This design comes from an exercise in tuning for small area, a short achievable clock period and few clock cycles per item on the open sky130 flow, not from production work.
Function was checked by simulation only, so behaviour that the tests miss may differ from the original.
Power is estimated from default activity; no workload was simulated.

==> job 8042 <==
==> flow/design.v <==
package vec_cfg_pkg;
  localparam int unsigned ELEN = 32;
  localparam int unsigned VLMAX = 8;
  localparam int unsigned NR_VREGS = 8;
  localparam int unsigned VREG_IDX_W = 3;
  localparam int unsigned VL_W = 4;
  localparam int unsigned RESP_FIFO_DEPTH = 2;
  localparam int unsigned RESP_PTR_W = (RESP_FIFO_DEPTH > 1) ? $clog2(RESP_FIFO_DEPTH) : 1;
  localparam int unsigned RESP_CNT_W = $clog2(RESP_FIFO_DEPTH + 1);
  typedef logic [ELEN-1:0] elem_t;
  typedef logic [VL_W-1:0] vl_t;
  typedef logic [VREG_IDX_W-1:0] vreg_idx_t;
  typedef logic [RESP_PTR_W-1:0] resp_ptr_t;
  typedef logic [RESP_CNT_W-1:0] resp_cnt_t;
endpackage
package vec_isa_pkg;
  typedef enum logic [1:0] {
    KIND_SETVL  = 2'd0,
    KIND_ARITH  = 2'd1,
    KIND_REDSUM = 2'd2,
    KIND_MOVX   = 2'd3
  } insn_kind_e;
  typedef enum logic [2:0] {
    OP_ADD = 3'd0,
    OP_SUB = 3'd1,
    OP_AND = 3'd2,
    OP_OR  = 3'd3,
    OP_XOR = 3'd4,
    OP_MV  = 3'd5
  } alu_op_e;
  typedef struct packed {
    insn_kind_e             kind;
    alu_op_e                op;
    logic [2:0]             vd;
    logic [2:0]             vs1;
    logic [2:0]             vs2;
    logic                   scalar_op;
    logic [16:0]            pad;
  } insn_arith_t;
  typedef struct packed {
    insn_kind_e  kind;
    logic [4:0]  avl;
    logic [24:0] pad;
  } insn_cfg_t;
  typedef union packed {
    insn_arith_t arith;
    insn_cfg_t   cfg;
  } vec_insn_u;
  typedef struct packed {
    vec_insn_u          insn;
    logic [31:0]        rs1;
  } acc_req_t;
  typedef struct packed {
    insn_kind_e             kind;
    alu_op_e                op;
    logic [2:0]             vd;
    logic [2:0]             vs1;
    logic [2:0]             vs2;
    logic                   scalar_op;
    logic [31:0]            scalar;
    logic [3:0]             vl;
  } vec_issue_t;
  typedef struct packed {
    insn_kind_e         kind;
    logic [31:0]        data;
    logic               last;
  } elem_res_t;
  typedef struct packed {
    insn_kind_e         kind;
    logic [31:0]        data;
  } acc_resp_t;
endpackage
module vec_alu (
  input  vec_isa_pkg::alu_op_e op_i,
  input  vec_cfg_pkg::elem_t   a_i,
  input  vec_cfg_pkg::elem_t   b_i,
  output vec_cfg_pkg::elem_t   res_o
);
  logic               sub;
  vec_cfg_pkg::elem_t b_x;
  vec_cfg_pkg::elem_t sum;
  logic [32:0]        sum_x;
  assign sub = (op_i == vec_isa_pkg::OP_SUB);
  assign b_x = b_i ^ {32{sub}};
  assign sum_x = {a_i, 1'b1} + {b_x, sub};
  assign sum   = sum_x[32:1];
  always_comb begin
    case (op_i)
      vec_isa_pkg::OP_ADD: res_o = sum;
      vec_isa_pkg::OP_SUB: res_o = sum;
      vec_isa_pkg::OP_AND: res_o = a_i & b_i;
      vec_isa_pkg::OP_OR:  res_o = a_i | b_i;
      vec_isa_pkg::OP_XOR: res_o = a_i ^ b_i;
      vec_isa_pkg::OP_MV:  res_o = b_i;
      default:             res_o = '0;
    endcase
  end
endmodule
module vec_unit (
  input  logic                   clk_i,
  input  logic                   rst_n_i,
  input  logic [63:0]            acc_req_i,
  input  logic                   acc_req_valid_i,
  output logic                   acc_req_ready_o,
  output logic [33:0]            acc_resp_o,
  output logic                   acc_resp_valid_o,
  input  logic                   acc_resp_ready_i
);
  localparam int unsigned NE   = vec_cfg_pkg::VLMAX;      
  localparam int unsigned NR   = vec_cfg_pkg::NR_VREGS;   
  localparam int unsigned QD   = 4;                       
  logic [1:0]  in_kind;
  logic [2:0]  in_op;
  logic [2:0]  in_vd;
  logic [2:0]  in_vs1;
  logic [2:0]  in_vs2;
  logic        in_sop;
  logic [4:0]  in_avl;
  logic [31:0] in_rs1;
  logic [3:0]  in_new_vl;
  logic        in_setvl;
  logic        in_arith;
  logic        in_movx;
  assign in_kind   = acc_req_i[63:62];
  assign in_op     = acc_req_i[61:59];
  assign in_vd     = acc_req_i[58:56];
  assign in_vs1    = acc_req_i[55:53];
  assign in_vs2    = acc_req_i[52:50];
  assign in_sop    = acc_req_i[49];
  assign in_avl    = acc_req_i[61:57];
  assign in_rs1    = acc_req_i[31:0];
  assign in_new_vl = (in_avl > 5'd8) ? 4'd8 : in_avl[3:0];
  assign in_setvl  = (in_kind == vec_isa_pkg::KIND_SETVL);
  assign in_arith  = (in_kind == vec_isa_pkg::KIND_ARITH);
  assign in_movx   = (in_kind == vec_isa_pkg::KIND_MOVX);
  logic       ready_q;
  logic [2:0] outst_q;    
  logic [2:0] outst_d;
  logic       accept;
  logic       pop;
  assign acc_req_ready_o = ready_q;
  assign accept          = acc_req_valid_i && ready_q;
  assign pop             = acc_resp_valid_o && acc_resp_ready_i;
  assign outst_d         = outst_q + {2'd0, accept} - {2'd0, pop};
  logic [NE-1:0] vl_therm_q;
  logic [NE-1:0] new_therm;
  always_comb begin
    for (int e = 0; e < NE; e++) begin
      new_therm[e] = (4'(e) < in_new_vl);
    end
  end
  always_ff @(posedge clk_i or negedge rst_n_i) begin
    if (!rst_n_i) begin
      ready_q    <= 1'b1;
      outst_q    <= '0;
      vl_therm_q <= '1;
    end else begin
      outst_q <= outst_d;
      ready_q <= (outst_d < 3'(QD));
      if (accept && in_setvl) begin
        vl_therm_q <= new_therm;
      end
    end
  end
  logic          r_valid;
  logic [1:0]    r_kind;
  logic [2:0]    r_op;
  logic          r_sop;        
  logic [NR-1:0] r_sel1;       
  logic [NR-1:0] r_sel2;       
  logic [NR-1:0] r_wsel;       
  logic [NE-1:0] r_mask;       
  logic [31:0]   r_rs1;        
  always_ff @(posedge clk_i or negedge rst_n_i) begin
    if (!rst_n_i) begin
      r_valid <= 1'b0;
      r_wsel  <= '0;
    end else begin
      r_valid <= accept;
      for (int r = 0; r < NR; r++) begin
        r_wsel[r] <= accept && in_arith && (in_vd == 3'(r));
      end
    end
  end
  always_ff @(posedge clk_i) begin
    r_kind <= in_kind;
    r_op   <= in_op;
    r_sop  <= in_sop;
    for (int r = 0; r < NR; r++) begin
      r_sel1[r] <= in_arith && !in_sop && (in_vs1 == 3'(r));
      r_sel2[r] <= !in_setvl && (in_vs2 == 3'(r));
    end
    if (in_movx) begin
      r_mask <= {{(NE-1){1'b0}}, 1'b1};
    end else begin
      r_mask <= vl_therm_q;
    end
    if (in_setvl) begin
      r_rs1 <= {28'd0, in_new_vl};
    end else if (in_movx) begin
      r_rs1 <= '0;
    end else begin
      r_rs1 <= in_rs1;
    end
  end
  vec_cfg_pkg::elem_t [NR-1:0][NE-1:0] rf_q;
  logic [NR-1:0][NE-1:0]               rf_vld_q;
  vec_cfg_pkg::elem_t [NE-1:0] rd1;    
  vec_cfg_pkg::elem_t [NE-1:0] rd2;    
  vec_cfg_pkg::elem_t [NE-1:0] opb;
  vec_cfg_pkg::elem_t [NE-1:0] res;
  logic [NR-1:0][NE-1:0]       g1;
  logic [NR-1:0][NE-1:0]       g2;
  logic [NR-1:0][NE-1:0]       we;
  always_comb begin
    for (int e = 0; e < NE; e++) begin
      rd1[e] = '0;
      rd2[e] = '0;
      for (int r = 0; r < NR; r++) begin
        g1[r][e] = r_sel1[r] && rf_vld_q[r][e];
        g2[r][e] = r_sel2[r] && rf_vld_q[r][e] && r_mask[e];
        we[r][e] = r_wsel[r] && r_mask[e];
        rd1[e]   = rd1[e] | (rf_q[r][e] & {32{g1[r][e]}});
        rd2[e]   = rd2[e] | (rf_q[r][e] & {32{g2[r][e]}});
      end
      opb[e] = rd1[e] | (r_rs1 & {32{r_sop}});
    end
  end
  for (genvar e = 0; e < NE; e++) begin : gen_lane
    vec_alu i_alu (
      .op_i  (vec_isa_pkg::alu_op_e'(r_op)),
      .a_i   (rd2[e]),
      .b_i   (opb[e]),
      .res_o (res[e])
    );
  end
  always_ff @(posedge clk_i or negedge rst_n_i) begin
    if (!rst_n_i) begin
      rf_vld_q <= '0;
    end else begin
      for (int r = 0; r < NR; r++) begin
        for (int e = 0; e < NE; e++) begin
          if (we[r][e]) begin
            rf_vld_q[r][e] <= 1'b1;
          end
        end
      end
    end
  end
  always_ff @(posedge clk_i) begin
    for (int r = 0; r < NR; r++) begin
      for (int e = 0; e < NE; e++) begin
        if (we[r][e]) begin
          rf_q[r][e] <= res[e];
        end
      end
    end
  end
  function automatic logic [63:0] csa(input logic [31:0] x, input logic [31:0] y,
                                      input logic [31:0] z);
    logic [31:0] s;
    logic [31:0] c;
    s = x ^ y ^ z;
    c = (x & y) | (x & z) | (y & z);
    csa = {c[30:0], 1'b0, s};
  endfunction
  logic [63:0] l1a, l1b, l1c, l2a, l2b, l3a, l4a;
  assign l1a = csa(rd2[0], rd2[1], rd2[2]);
  assign l1b = csa(rd2[3], rd2[4], rd2[5]);
  assign l1c = csa(rd2[6], rd2[7], r_rs1);
  assign l2a = csa(l1a[31:0], l1a[63:32], l1b[31:0]);
  assign l2b = csa(l1b[63:32], l1c[31:0], l1c[63:32]);
  assign l3a = csa(l2a[31:0], l2a[63:32], l2b[31:0]);
  assign l4a = csa(l3a[31:0], l3a[63:32], l2b[63:32]);
  logic        e2_valid;
  logic [1:0]  e2_kind;
  logic [31:0] e2_s;
  logic [31:0] e2_c;
  logic [33:0] e2_resp;
  always_ff @(posedge clk_i or negedge rst_n_i) begin
    if (!rst_n_i) begin
      e2_valid <= 1'b0;
    end else begin
      e2_valid <= r_valid;
    end
  end
  always_ff @(posedge clk_i) begin
    e2_kind <= r_kind;
    e2_s    <= l4a[31:0];
    e2_c    <= l4a[63:32];
  end
  assign e2_resp[33:32] = e2_kind;
  assign e2_resp[31:0]  = (e2_kind == vec_isa_pkg::KIND_ARITH) ? 32'd0 :
                          (e2_s + e2_c);
  logic [QD-1:0][33:0] q_q;
  logic [QD:0]         q_vld;    
  logic [QD-1:0]       q_vld_q;
  logic [QD:0]         q_prev;   
  assign q_vld            = {1'b0, q_vld_q};
  assign q_prev           = {q_vld_q, 1'b1};
  assign acc_resp_o       = q_q[0];
  assign acc_resp_valid_o = q_vld_q[0];
  always_ff @(posedge clk_i or negedge rst_n_i) begin
    if (!rst_n_i) begin
      q_vld_q <= '0;
    end else begin
      for (int i = 0; i < QD; i++) begin
        if (pop) begin
          q_vld_q[i] <= q_vld[i+1] || (e2_valid && q_vld[i]);
        end else begin
          q_vld_q[i] <= q_vld[i] || (e2_valid && q_prev[i]);
        end
      end
    end
  end
  always_ff @(posedge clk_i) begin
    for (int i = 0; i < QD; i++) begin
      if (pop) begin
        if (i + 1 < QD && q_vld[i+1]) begin
          q_q[i] <= q_q[(i+1) % QD];
        end else begin
          q_q[i] <= e2_resp;
        end
      end else if (!q_vld[i]) begin
        q_q[i] <= e2_resp;
      end
    end
  end
endmodule
==> flow/run.sh <==
#!/bin/bash
# synth_recipe.tcl (not shown) runs the flow's synth.tcl, then flattens the netlist and writes it again
# the make line also repeats each setting of config.mk as NAME=value (left out here)
make -C /OpenROAD-flow-scripts/flow DESIGN_CONFIG=/design/flow/config.mk WORK_HOME=/design/flow/orfs CLKGATE_MAP_FILE= SYNTH_SCRIPT=/design/flow/synth_recipe.tcl finish
==> flow/config.mk <==
export PLATFORM = sky130hd
export DESIGN_NAME = vec_unit
export DESIGN_NICKNAME = vec_unit
export VERILOG_FILES = /design/flow/design.v
export SDC_FILE = /design/flow/constraint.sdc
export NUM_CORES = 4
export LEC_CHECK = 0
export CAP_MARGIN = 20
export CORE_MARGIN = 2
export CORE_UTILIZATION = 40
export SLEW_MARGIN = 20
==> flow/constraint.sdc <==
create_clock -name core_clock -period 11.0 [get_ports {clk_i}]
set_input_delay 2.2000 -clock core_clock [delete_from_list [all_inputs] [get_ports {clk_i}]]
set_output_delay 2.2000 -clock core_clock [all_outputs]
set_load 0.01 [all_outputs]
==> job 660: changes against job 8042 <==
--- a/flow/design.v
+++ b/flow/design.v
@@ -73,26 +73,37 @@
 module vec_alu (
-  input  vec_isa_pkg::alu_op_e op_i,
+  input  logic                 sub_i,
+  input  logic                 sum_i,
+  input  logic                 p_i,
+  input  logic                 g_i,
   input  vec_cfg_pkg::elem_t   a_i,
-  input  vec_cfg_pkg::elem_t   b_i,
+  input  vec_cfg_pkg::elem_t   b_x_i,
   output vec_cfg_pkg::elem_t   res_o
 );
-  logic               sub;
-  vec_cfg_pkg::elem_t b_x;
-  vec_cfg_pkg::elem_t sum;
-  logic [32:0]        sum_x;
-  assign sub = (op_i == vec_isa_pkg::OP_SUB);
-  assign b_x = b_i ^ {32{sub}};
-  assign sum_x = {a_i, 1'b1} + {b_x, sub};
-  assign sum   = sum_x[32:1];
+  vec_cfg_pkg::elem_t       p0;
+  vec_cfg_pkg::elem_t [5:0] gg;
+  vec_cfg_pkg::elem_t [5:0] pp;
+  vec_cfg_pkg::elem_t       cin;
+  vec_cfg_pkg::elem_t       sum;
+  assign p0  = a_i ^ b_x_i;
   always_comb begin
-    case (op_i)
-      vec_isa_pkg::OP_ADD: res_o = sum;
-      vec_isa_pkg::OP_SUB: res_o = sum;
-      vec_isa_pkg::OP_AND: res_o = a_i & b_i;
-      vec_isa_pkg::OP_OR:  res_o = a_i | b_i;
-      vec_isa_pkg::OP_XOR: res_o = a_i ^ b_i;
-      vec_isa_pkg::OP_MV:  res_o = b_i;
-      default:             res_o = '0;
-    endcase
+    gg[0]    = a_i & b_x_i;
+    gg[0][0] = gg[0][0] | (p0[0] & sub_i);
+    pp[0]    = p0;
+    for (int k = 1; k < 6; k++) begin
+      for (int i = 0; i < 32; i++) begin
+        if (i >= (1 << (k - 1))) begin
+          gg[k][i] = gg[k-1][i] | (pp[k-1][i] & gg[k-1][i - (1 << (k - 1))]);
+          pp[k][i] = pp[k-1][i] & pp[k-1][i - (1 << (k - 1))];
+        end else begin
+          gg[k][i] = gg[k-1][i];
+          pp[k][i] = pp[k-1][i];
+        end
+      end
+    end
   end
+  assign cin = {gg[5][30:0], sub_i};
+  assign sum = p0 ^ cin;
+  assign res_o = (sum & {32{sum_i}}) |
+                 (p0 & {32{p_i}}) |
+                 (gg[0] & {32{g_i}});
 endmodule
@@ -110,3 +121,3 @@
   localparam int unsigned NR   = vec_cfg_pkg::NR_VREGS;   
-  localparam int unsigned QD   = 4;                       
+  localparam int unsigned QD   = 5;                       
   logic [1:0]  in_kind;
@@ -153,3 +164,3 @@
     if (!rst_n_i) begin
-      ready_q    <= 1'b1;
+      ready_q    <= 1'b0;
       outst_q    <= '0;
@@ -166,4 +177,8 @@
   logic [1:0]    r_kind;
-  logic [2:0]    r_op;
-  logic          r_sop;        
+  logic [NE-1:0] in_lane_on;   
+  logic [NE-1:0] r_sub;
+  logic [NE-1:0] r_sum;
+  logic [NE-1:0] r_p;
+  logic [NE-1:0] r_g;
+  logic [NE-1:0] r_binc;       
   logic [NR-1:0] r_sel1;       
@@ -173,2 +188,3 @@
   logic [31:0]   r_rs1;        
+  assign in_lane_on = in_arith ? vl_therm_q : '0;
   always_ff @(posedge clk_i or negedge rst_n_i) begin
@@ -186,7 +202,17 @@
     r_kind <= in_kind;
-    r_op   <= in_op;
-    r_sop  <= in_sop;
+    for (int e = 0; e < NE; e++) begin
+      r_sub[e]  <= in_lane_on[e] && (in_op == vec_isa_pkg::OP_SUB);
+      r_sum[e]  <= in_lane_on[e] && ((in_op == vec_isa_pkg::OP_ADD) ||
+                                     (in_op == vec_isa_pkg::OP_SUB) ||
+                                     (in_op == vec_isa_pkg::OP_MV));
+      r_p[e]    <= in_lane_on[e] && ((in_op == vec_isa_pkg::OP_OR) ||
+                                     (in_op == vec_isa_pkg::OP_XOR));
+      r_g[e]    <= in_lane_on[e] && ((in_op == vec_isa_pkg::OP_AND) ||
+                                     (in_op == vec_isa_pkg::OP_OR));
+      r_binc[e] <= (in_lane_on[e] && in_sop) || (e == 0 && !in_arith);
+    end
     for (int r = 0; r < NR; r++) begin
       r_sel1[r] <= in_arith && !in_sop && (in_vs1 == 3'(r));
-      r_sel2[r] <= !in_setvl && (in_vs2 == 3'(r));
+      r_sel2[r] <= !in_setvl && !(in_arith && in_op == vec_isa_pkg::OP_MV) &&
+                   (in_vs2 == 3'(r));
     end
@@ -206,29 +232,75 @@
   vec_cfg_pkg::elem_t [NR-1:0][NE-1:0] rf_q;
-  logic [NR-1:0][NE-1:0]               rf_vld_q;
-  vec_cfg_pkg::elem_t [NE-1:0] rd1;    
-  vec_cfg_pkg::elem_t [NE-1:0] rd2;    
-  vec_cfg_pkg::elem_t [NE-1:0] opb;
-  vec_cfg_pkg::elem_t [NE-1:0] res;
+  logic [NR-1:0]                       rf_vld_q;
+  logic                        x_valid;
+  logic [1:0]                  x_kind;
+  vec_cfg_pkg::elem_t [NE-1:0] x_a;      
+  vec_cfg_pkg::elem_t [NE-1:0] x_b;      
+  logic [NE-1:0]               x_sub;
+  logic [NE-1:0]               x_sum;
+  logic [NE-1:0]               x_p;
+  logic [NE-1:0]               x_g;
+  logic [NR-1:0]               x_wsel;   
+  logic [NE-1:0]               x_mask;
+  logic [NR-1:0][NE-1:0]       x_we;     
+  vec_cfg_pkg::elem_t [NE-1:0] res;      
+  vec_cfg_pkg::elem_t [NE-1:0] rd1;
+  vec_cfg_pkg::elem_t [NE-1:0] rd2;
   logic [NR-1:0][NE-1:0]       g1;
   logic [NR-1:0][NE-1:0]       g2;
-  logic [NR-1:0][NE-1:0]       we;
+  logic [NE-1:0]               f1;       
+  logic [NE-1:0]               f2;       
   always_comb begin
     for (int e = 0; e < NE; e++) begin
-      rd1[e] = '0;
-      rd2[e] = '0;
+      f1[e] = 1'b0;
+      f2[e] = 1'b0;
       for (int r = 0; r < NR; r++) begin
-        g1[r][e] = r_sel1[r] && rf_vld_q[r][e];
-        g2[r][e] = r_sel2[r] && rf_vld_q[r][e] && r_mask[e];
-        we[r][e] = r_wsel[r] && r_mask[e];
-        rd1[e]   = rd1[e] | (rf_q[r][e] & {32{g1[r][e]}});
-        rd2[e]   = rd2[e] | (rf_q[r][e] & {32{g2[r][e]}});
+        g1[r][e] = r_sel1[r] && rf_vld_q[r] && !x_we[r][e];
+        g2[r][e] = r_sel2[r] && rf_vld_q[r] && !x_we[r][e] && r_mask[e];
+        f1[e]    = f1[e] || (r_sel1[r] && x_we[r][e]);
+        f2[e]    = f2[e] || (r_sel2[r] && x_we[r][e] && r_mask[e]);
+      end
+      rd1[e] = (res[e] & {32{f1[e]}}) | (r_rs1 & {32{r_binc[e]}});
+      rd2[e] = (res[e] & {32{f2[e]}});
+      for (int r = 0; r < NR; r++) begin
+        rd1[e] = rd1[e] | (rf_q[r][e] & {32{g1[r][e]}});
+        rd2[e] = rd2[e] | (rf_q[r][e] & {32{g2[r][e]}});
+      end
+    end
+  end
+  always_ff @(posedge clk_i or negedge rst_n_i) begin
+    if (!rst_n_i) begin
+      x_valid <= 1'b0;
+      x_wsel  <= '0;
+    end else begin
+      x_valid <= r_valid;
+      x_wsel  <= r_wsel;
+    end
+  end
+  always_comb begin
+    for (int r = 0; r < NR; r++) begin
+      for (int e = 0; e < NE; e++) begin
+        x_we[r][e] = x_wsel[r] && (x_mask[e] || !rf_vld_q[r]);
       end
-      opb[e] = rd1[e] | (r_rs1 & {32{r_sop}});
     end
   end
+  always_ff @(posedge clk_i) begin
+    x_kind <= r_kind;
+    x_mask <= r_mask;
+    x_a    <= rd2;
+    for (int e = 0; e < NE; e++) begin
+      x_b[e] <= rd1[e] ^ {32{r_sub[e]}};
+    end
+    x_sub  <= r_sub;
+    x_sum  <= r_sum;
+    x_p    <= r_p;
+    x_g    <= r_g;
+  end
   for (genvar e = 0; e < NE; e++) begin : gen_lane
     vec_alu i_alu (
-      .op_i  (vec_isa_pkg::alu_op_e'(r_op)),
-      .a_i   (rd2[e]),
-      .b_i   (opb[e]),
+      .sub_i (x_sub[e]),
+      .sum_i (x_sum[e]),
+      .p_i   (x_p[e]),
+      .g_i   (x_g[e]),
+      .a_i   (x_a[e]),
+      .b_x_i (x_b[e]),
       .res_o (res[e])
@@ -241,6 +313,4 @@
       for (int r = 0; r < NR; r++) begin
-        for (int e = 0; e < NE; e++) begin
-          if (we[r][e]) begin
-            rf_vld_q[r][e] <= 1'b1;
-          end
+        if (x_wsel[r]) begin
+          rf_vld_q[r] <= 1'b1;
         end
@@ -252,3 +322,3 @@
       for (int e = 0; e < NE; e++) begin
-        if (we[r][e]) begin
+        if (x_we[r][e]) begin
           rf_q[r][e] <= res[e];
@@ -267,5 +337,5 @@
   logic [63:0] l1a, l1b, l1c, l2a, l2b, l3a, l4a;
-  assign l1a = csa(rd2[0], rd2[1], rd2[2]);
-  assign l1b = csa(rd2[3], rd2[4], rd2[5]);
-  assign l1c = csa(rd2[6], rd2[7], r_rs1);
+  assign l1a = csa(x_a[0], x_a[1], x_a[2]);
+  assign l1b = csa(x_a[3], x_a[4], x_a[5]);
+  assign l1c = csa(x_a[6], x_a[7], x_b[0]);
   assign l2a = csa(l1a[31:0], l1a[63:32], l1b[31:0]);
@@ -283,3 +353,3 @@
     end else begin
-      e2_valid <= r_valid;
+      e2_valid <= x_valid;
     end
@@ -287,3 +357,3 @@
   always_ff @(posedge clk_i) begin
-    e2_kind <= r_kind;
+    e2_kind <= x_kind;
     e2_s    <= l4a[31:0];
Settings changed: CTS_CLUSTER_DIAMETER from default to 100, CTS_CLUSTER_SIZE from default to 20, SETUP_SLACK_MARGIN from default to 5.
==> comparison table <==
	job 660	job 8042
Length of routed wiring on met1	197,000 um	195,000 um
Tap cell instance count	4,557	4,536
Sequential standard cell area	80,800 um2	69,400 um2
Power per unit of standard cell area	173 nW/um2	172 nW/um2
Capturing point of the worst reg2reg path	rf_q[1660]	rf_q[1471]
Net load switching power	8.18 mW	8.13 mW
Hold path endpoint	x_p[7]	e2_kind[1]
Synthesized cell area	138,000 um2	136,000 um2
Clock network area share	0.0339	0.0602
Launching instance or port of the critical path	x_a[96]	r_mask[5]
Rel. slew slack	0.152	0.106
First-pass GRT wire length	753,000 um	748,000 um
Critical path data required time	11,580 ps	11,660 ps
Die Wd	590 um	587 um
Final non-clock buffer share	0.0217	0.0210
Timing endpoint of the critical path	rf_q[1660]	rf_q[1471]
Final routed wire length divided by cell count	34.9 um	32.7 um
Violation count after the first detailed-routing iteration	19,558	16,071
Seq. pwr	13.7 mW	11.0 mW
Result of the run	finished clean	finished clean
Routability-driven placement congestion ratio	0.972	0.974
Average via count per standard cell	6.96	6.59
Design internal power	17.7 mW	17.9 mW
Core area	343,000 um2	339,000 um2
Period utilization	0.441	0.675
Met1 routing resource usage after global routing	0.380	0.370
Testbench counts of job 8042, summed over its fixed seeds: cycles 3,224, insns 3,200.
Testbench counts of job 660, summed over its fixed seeds: cycles 3,232, insns 3,200.

afterwards: timing with drivers on the ports:
The results above use ideal ports. As a check the final layouts listed here were re-extracted and re-timed, cells and wires unchanged. Step 1 sets driving cells, clkbuf_16 on the clock port and buf_2 on the other inputs (assumed; they add their load-dependent delay and slew). Step 2 adds t to the input delays and takes it off the output delays; t is the mean of the earliest and latest rising clock arrival at the registers after step 1. Input paths then give back, and output paths get back, about the clock's delay inside the block. Slacks: ideal ports / drivers / drivers and shift; pairs: ideal ports / drivers.
run | shift t [ns] | setup WS [ns] | worst setup path at the end | worst slew at a driven data input, ns
job 8042 | 1.016 | 3.570 / 3.570 / 3.570 | register to register | 0.16
job 660 | 1.009 | 6.147 / 6.147 / 5.730 | input to register | 0.10
After both steps setup and hold are still met in every run listed. The setup slack of job 660, which loses most, moves by 0.000 ns with the drivers and by -0.417 ns with both steps.
